Context: an optimization exercise on an open-source flow, tuned for small area, a short achievable clock period and few clock cycles per item. The choices shown serve that exercise and are no tape-out recipe. The RTL was checked by simulation tests, not by an equivalence proof against the original design. No activity file was given, so power comes from the tool's default toggle rates.

Setup of oak:
## delta_list_timer_queue
module delta_list_timer_queue #(
  parameter int MAX_TIMERS = dltq_pkg::MaxTimersDefault,
  parameter int TIME_BITS  = dltq_pkg::TimeBitsDefault
) (
  input  logic                             clk,
  input  logic                             rst,
  input  logic                             s_axis_tvalid,
  output logic                             s_axis_tready,
  input  logic [dltq_pkg::InDataBits-1:0]  s_axis_tdata,
  input  logic [1:0]                       s_axis_tuser,
  output logic                             m_axis_tvalid,
  input  logic                             m_axis_tready,
  output logic [dltq_pkg::OutDataBits-1:0] m_axis_tdata,
  output logic [1:0]                       m_axis_tuser,
  output logic                             m_axis_tlast
);
  localparam int N = 16;
  logic             req_v;
  logic [1:0]       req_op;
  logic [3:0]       req_id;
  logic [31:0]      req_val;     
  logic [32:0]      xr;
  logic             xadd;        
  logic             req_rep;
  logic [N-1:0][32:0] dl;        
  logic [N-1:0][31:0] per;
  logic [N-1:0]       rpt;
  logic [N-1:0]       act;
  logic [N-1:0][3:0]  ord;       
  logic [N-1:0]       vm;        
  logic [32:0]      hd;
  logic [31:0]      hp;
  logic             hr;
  logic [32:0]      hx;
  logic [32:0]      tnow;
  logic             adv_busy;    
  logic [5:0]       cnt;         
  logic             pr_v;
  logic [1:0]       pr_kind;
  logic [3:0]       pr_id;
  logic             pr_last;
  logic             pr_ovr;
  logic             out_v;
  logic [37:0]      out_data;
  logic [1:0]       out_kind;
  logic             out_last;
  logic             sk_v;
  logic [37:0]      sk_data;
  logic [1:0]       sk_kind;
  logic             sk_last;
  logic exec_en, emit_go, start, fire, is_add, is_rem, is_adv;
  logic add_ok, rem_ok, fire_rep, fire_pop;
  logic [3:0]  h, o1;
  logic [32:0] do1, tsum, tgt_u, xin, ax, bx, xbase, xs_hd, xs_oth;
  logic [31:0] vsel;
  logic [31:0] po1;
  ...
For scale: about 7200 cells after synthesis, about 0.091 mm^2 of cells after synthesis.
clock: 10.0 ns
lec_check: 0
cap_margin: 20
core_margin: 2
core_utilization: 55
cts_cluster_diameter: 80
cts_cluster_size: 20
place_density: 0.7
setup_slack_margin: 5
slew_margin: 20
synth_hierarchical: 1
synth_minimum_keep_size: 0
tns_end_percent: 10
run.sh (not shown) runs the stock make flow with config.mk's settings and CLKGATE_MAP_FILE= SYNTH_SCRIPT=/design/flow/synth_recipe.tcl, a recipe that flattens the netlist after the stock synthesis.
Testbench counts of oak, summed over its fixed seeds: cycles 18,422, items 8,000.
--- input diff oak..pine ---
--- a/flow/design.v
+++ b/flow/design.v
@@ -246,14 +246,15 @@
   dltq_lessc u_due0 (.a(tsum), .b(hd), .lt(c_due0));
   assign due0 = vm[0] && !c_due0;
   assign fire = (adv_busy && exec_en) || (is_adv && due0);
   assign fire_rep = fire && hr;
   assign fire_pop = fire && !hr;
   assign xin = xadd ? tsum : hx;
-  assign ax = xadd ? (tsum + {1'b0, req_val})
-                                                        : (hx + {1'b0, hp});
+  logic [32:0] wdl;
+  assign wdl = (!adv_busy && req_op == dltq_pkg::OP_ADD) ? tsum : hx;
+  assign ax = xadd ? (tsum + {1'b0, req_val}) : (hx + {1'b0, hp});
   assign bx = do1 + {1'b0, po1};
   logic c_h, c_o1;
   dltq_lessc u_c_h (.a(hd), .b(xin), .lt(c_h));
   dltq_lessc u_c_o1 (.a(do1), .b(xin), .lt(c_o1));
   for (genvar i = 0; i < N; i++) begin : g_lt
     dltq_lessc u_lt (.a(dl[i]), .b(xin), .lt(lt[i]));
@@ -271,13 +272,13 @@
   dltq_lessc u_due_o1 (.a(tgt_u), .b(do1), .lt(c_due_o1));
   assign due_x    = !c_due_x;
   assign due_o1   = !c_due_o1;
   assign next_due = hr ? (fpos[1] ? due_o1 : due_x) : (vm[1] && due_o1);
   assign cap      = adv_busy && (cnt == 6'd62);
   assign vsel  = !s_axis_tready ? req_val :
-                 (s_axis_tuser == dltq_pkg::OP_ADD) ? s_axis_tdata[35:4] : s_axis_tdata[68:37];
+                 s_axis_tuser[1] ? s_axis_tdata[68:37] : s_axis_tdata[35:4];
   assign xbase = (adv_busy || is_adv) ? xr : tnow;
   dltq_add33 u_xs_oth (.a(xbase), .b({1'b0, vsel}), .s(xs_oth));
   dltq_add33 u_xs_hd (.a(hd), .b({1'b0, vsel}), .s(xs_hd));
   assign last     = !next_due || cap;
   logic [31:0] nd;
   logic [37:0] res_data;
@@ -299,19 +300,18 @@
               && !(fire ? !last : adv_busy);
       if (s_axis_tready) begin
         req_v <= s_axis_tvalid;
         if (s_axis_tvalid) begin
           req_op  <= s_axis_tuser;
           req_id  <= s_axis_tdata[3:0];
-          req_val <= (s_axis_tuser == dltq_pkg::OP_ADD) ? s_axis_tdata[35:4]
-                                                        : s_axis_tdata[68:37];
+          req_val <= s_axis_tuser[1] ? s_axis_tdata[68:37] : s_axis_tdata[35:4];
           req_rep <= s_axis_tdata[36];
         end
       end
       for (int i = 0; i < N; i++) begin
-        if ((add_ok && req_id == i) || (fire_rep && h == i)) dl[i] <= xin;
+        if ((add_ok && req_id == i) || (fire_rep && h == i)) dl[i] <= wdl;
         if (add_ok && req_id == i) begin
           per[i] <= req_val;
           rpt[i] <= req_rep;
         end
         if (add_ok && req_id == i) act[i] <= 1'b1;
         else if ((rem_ok && req_id == i) || (fire_pop && h == i)) act[i] <= 1'b0;
==> comparison <==
Number of cells produced by synthesis went up slightly going from oak to pine.
In the metrics for pine and oak, the one carrying the higher sequential power is oak.
Between oak and pine, the width of the die figures differ only marginally.
Every stage of the flow completed for pine, and the final layout passed the timing, design-rule and antenna checks.
Per the comparison of pine with oak, global-route usage went up, post-route clock period utilization went up by 1.5 points, total number of vias increased by about 5% relative to the old numbers.
pine ends up with a maximum ir drop on the vdd rail that is 0.025 mV higher than in oak.
Measured against pine, the inverter count of the layout excluding clock inverters of oak comes out at 1.06 times the reference value.
Looking at start point of the critical path, the ord[4] result is from pine; the s_axis_tuser[0] one comes from oak.
Testbench counts of pine, summed over its fixed seeds: cycles 18,422, items 8,000.

-- port drivers added, routing unchanged --
No port has a modelled driver above. Below, the same layouts with a new extraction and two added sets of constraints.
Step 1: set_driving_cell puts a clkbuf_16 on clk and a buf_2 on each other input, an assumption about the parent block.
Step 2, shift: input delay + t, output delay - t, t = (earliest + latest rising clock arrival at the registers) / 2. This alone moves slack from input paths to output paths.
Three values: ideal ports, drivers, drivers and shift; two values: the first two.
run	t (ns)	setup slack, ns	worst register clock-pin slew, ns	worst data-port slew with drivers (ns)
oak	0.828	4.847 / 4.855 / 4.069	0.09 / 0.09	0.08
pine	0.841	4.699 / 4.699 / 4.252	0.10 / 0.10	0.13
After both steps every run listed still meets setup and hold. The setup slack of oak, which loses most, moves by +0.008 ns with the drivers and by -0.778 ns with both steps.
